From an optimization exercise on the open Yosys and OpenROAD flow, aimed at small area; shortcuts taken in it are not production practice.
In this exercise RTL edits were held to simulation tests only and were not proved equivalent to the original.
No activity file was given, so power comes from the tool's default toggle rates.

==> inputs of run a <==
// operand_issue
module operand_issue (
    input  logic          clk,
    input  logic          rst,
    input  logic          issue_valid,
    output logic          issue_ready,
    input  logic [AW-1:0] rs_addr,
    input  logic [AW-1:0] rt_addr,
    input  logic [AW-1:0] rd_addr,
    input  logic [15:0]   imm,
    input  logic          use_imm,
    input  logic          sign_ext,
    input  logic [2:0]    alu_op,
    output logic [W-1:0]  in1,
    output logic [W-1:0]  in2,
    output logic [2:0]    alu_control,
    output logic [AW-1:0] ex_rd,
    output logic          ex_valid,
    input  logic          ex_ready,
    input  logic          wb_en,
    input  logic [AW-1:0] wb_addr,
    input  logic [W-1:0]  wb_data,
    input  logic          flags_en,
    input  logic          zflag_in,
    input  logic          carryflag_in,
    input  logic          overflowflag_in,
    input  logic          signflag_in,
    output logic [3:0]    flags
);
export LEC_CHECK = 0
export CAP_MARGIN = 20
export CORE_MARGIN = 2
export CORE_UTILIZATION = 50
export CTS_BUF_LIST = sky130_fd_sc_hd__clkbuf_16
export CTS_CLUSTER_DIAMETER = 100
export CTS_CLUSTER_SIZE = 20
export SLEW_MARGIN = 20
export SYNTH_HIERARCHICAL = 1
create_clock -name core_clock -period 5.0 [get_ports {clk}]
run.sh (not shown) runs the stock make flow with config.mk's settings and CLKGATE_MAP_FILE= SYNTH_SCRIPT=/design/flow/synth_recipe.tcl, a recipe that flattens the netlist after the stock synthesis.
==> inputs of run b, as changes to run a <==
==> flow/flow/run.sh (new file) <==
#!/bin/bash
# Standard ORFS layout, with the port buffers made from the smallest buffer cell.
set -euo pipefail
bash standard.sh BUFFER_PORTS_ARGS="-buffer_cell sky130_fd_sc_hd__buf_1" finish > standard_flow.log 2>&1
==> flow/standard.sh (new file) <==
#!/bin/bash
# synth_recipe.tcl (not shown) runs the flow's synth.tcl, then flattens the netlist and writes it again
# the make line also repeats each setting of config.mk as NAME=value (left out here)
make -C /OpenROAD-flow-scripts/flow DESIGN_CONFIG=/design/flow/config.mk WORK_HOME=/design/flow/orfs CLKGATE_MAP_FILE= SYNTH_SCRIPT=/design/flow/synth_recipe.tcl "${@:-finish}"
--- a/flow/config.mk
+++ b/flow/config.mk
@@ -7,3 +7,3 @@
 export LEC_CHECK = 0
-export CAP_MARGIN = 20
+export CAP_MARGIN = 5
 export CORE_MARGIN = 2
@@ -12,4 +12,4 @@
 export CTS_CLUSTER_DIAMETER = 100
-export CTS_CLUSTER_SIZE = 20
-export SLEW_MARGIN = 20
+export CTS_CLUSTER_SIZE = 24
+export SLEW_MARGIN = 5
 export SYNTH_HIERARCHICAL = 1
removed: flow/run.sh
==> inputs of run c, as changes to run a <==
--- a/flow/config.mk
+++ b/flow/config.mk
@@ -9,6 +9,3 @@
 export CORE_MARGIN = 2
-export CORE_UTILIZATION = 50
-export CTS_BUF_LIST = sky130_fd_sc_hd__clkbuf_16
-export CTS_CLUSTER_DIAMETER = 100
-export CTS_CLUSTER_SIZE = 20
+export CORE_UTILIZATION = 30
 export SLEW_MARGIN = 20
==> inputs of run d, as changes to run a <==
==> flow/flow/run.sh (new file) <==
#!/bin/bash
# Standard ORFS layout, with the port buffers made from the smallest buffer cell.
set -euo pipefail
bash standard.sh BUFFER_PORTS_ARGS="-buffer_cell sky130_fd_sc_hd__buf_1" finish > standard_flow.log 2>&1
==> flow/standard.sh (new file) <==
#!/bin/bash
# synth_recipe.tcl (not shown) runs the flow's synth.tcl, then flattens the netlist and writes it again
# the make line also repeats each setting of config.mk as NAME=value (left out here)
make -C /OpenROAD-flow-scripts/flow DESIGN_CONFIG=/design/flow/config.mk WORK_HOME=/design/flow/orfs CLKGATE_MAP_FILE= SYNTH_SCRIPT=/design/flow/synth_recipe.tcl "${@:-finish}"
--- a/flow/config.mk
+++ b/flow/config.mk
@@ -9,6 +9,6 @@
 export CORE_MARGIN = 2
-export CORE_UTILIZATION = 50
+export CORE_UTILIZATION = 57
 export CTS_BUF_LIST = sky130_fd_sc_hd__clkbuf_16
 export CTS_CLUSTER_DIAMETER = 100
-export CTS_CLUSTER_SIZE = 20
+export CTS_CLUSTER_SIZE = 24
 export SLEW_MARGIN = 20
removed: flow/run.sh
==> summary.txt <==
| item | run b | run c | run d | run a |
|---|---|---|---|---|
| Status | complete, but fails checks | complete, no violations | complete, no violations | complete, no violations |
| Violated checks | max-capacitance violations | - | - | - |
| Overall Power | 18.6 mW | 22.3 mW | 18.4 mW | 18.9 mW |
| Logic depth of the worst register-to-register path | 8 | 9 | 9 | 9 |
| DIE AREA | 86200 sq um | 143000 sq um | 75700 sq um | 86200 sq um |
| Leakage power total | 18.1 nW | 19.6 nW | 18.0 nW | 19.1 nW |
| Later-pin clock latency in the skew report | 0.69 ns | 0.73 ns | 0.68 ns | 0.70 ns |
| Count of inserted antenna diode cells | 11 | 3 | 6 | 9 |
| Final Core Density | 0.566 | 0.372 | 0.642 | 0.594 |
| Fraction of final layout cells with drive strength greater than 1 | 0.104 | 0.125 | 0.0938 | 0.116 |
| Area taken by multi-input logic gates | 20000 sq um | 20000 sq um | 20000 sq um | 20000 sq um |
| Final Hold Slack | 0.497 ns | 0.478 ns | 0.487 ns | 0.495 ns |
| Switching power as a share of total power | 0.277 | 0.262 | 0.272 | 0.273 |
| Starting utilization of the core area | 0.503 | 0.302 | 0.575 | 0.503 |
| Worst min-delay path startpoint | alu_q[0] | rd_q[3] | rd_q[3] | alu_q[2] |
| Clk power | 4.91 mW | 8.63 mW | 4.83 mW | 5.19 mW |
| Vias in the first global route | 41000 | 39800 | 40900 | 41900 |
| Termination of the worst setup path | in1_q[28] | in2_q[22] | in1_q[30] | in1_q[27] |
| Buffer share of cell area | 0.0470 | 0.0661 | 0.0436 | 0.0876 |
| Overall Global Routing Usage | 0.477 | 0.269 | 0.484 | 0.464 |
| Power attributed to combinational cells | 1.94 mW | 1.95 mW | 1.92 mW | 2.02 mW |
| Count of H-tree levels built during CTS | 2 | 3 | 2 | 2 |
| Met1 capacity usage during global routing | 0.591 | 0.361 | 0.614 | 0.576 |
| Pin count of the biggest net entering global routing | 73 | 73 | 47 | 45 |
| Antenna violations before repair | 19 | 3 | 9 | 19 |
| Critical path startpoint | rs_addr[0] | wb_addr[1] | wb_addr[3] | ex_ready |
| Instance count after placement with tap cells included | 4875 | 5655 | 4726 | 4942 |

[afterwards: timing with drivers on the ports]
No port has a modelled driver above. Below, the same layouts with a new extraction and two added sets of constraints. Step 1 (the two cells are an assumption about what drives the block):
set clk [get_ports {clk}]
set_driving_cell -lib_cell sky130_fd_sc_hd__clkbuf_16 $clk
set_driving_cell -lib_cell sky130_fd_sc_hd__buf_2 [delete_from_list [all_inputs] $clk]
Step 2 also shifts input and output timing later by t, the mid clock arrival at the registers, as if the neighbouring blocks saw the same clock. a / b / c = ideal ports / drivers / drivers and shift; a / b = the first two.
run	shift t [ns]	slack for setup (ns)	hold WS [ns]	slew at the worst register clock pin (ns)	pins driven straight from the clock port
run a	0.749	0.697 / 0.741 / -0.008	0.495 / 0.495 / 0.495	0.10 / 0.10	1
run b	0.742	0.847 / 0.870 / 0.128	0.497 / 0.487 / 0.497	0.11 / 0.11	1
run c	0.798	0.970 / 1.023 / 0.225	0.478 / 0.478 / 0.478	0.07 / 0.07	1
run d	0.738	0.888 / 0.937 / 0.199	0.487 / 0.487 / 0.487	0.11 / 0.11	1
Met with ideal ports but missed after step 2: setup timing in run a. For run c, which loses most, drivers alone change the setup slack by +0.053 ns; drivers and shift together by -0.745 ns.
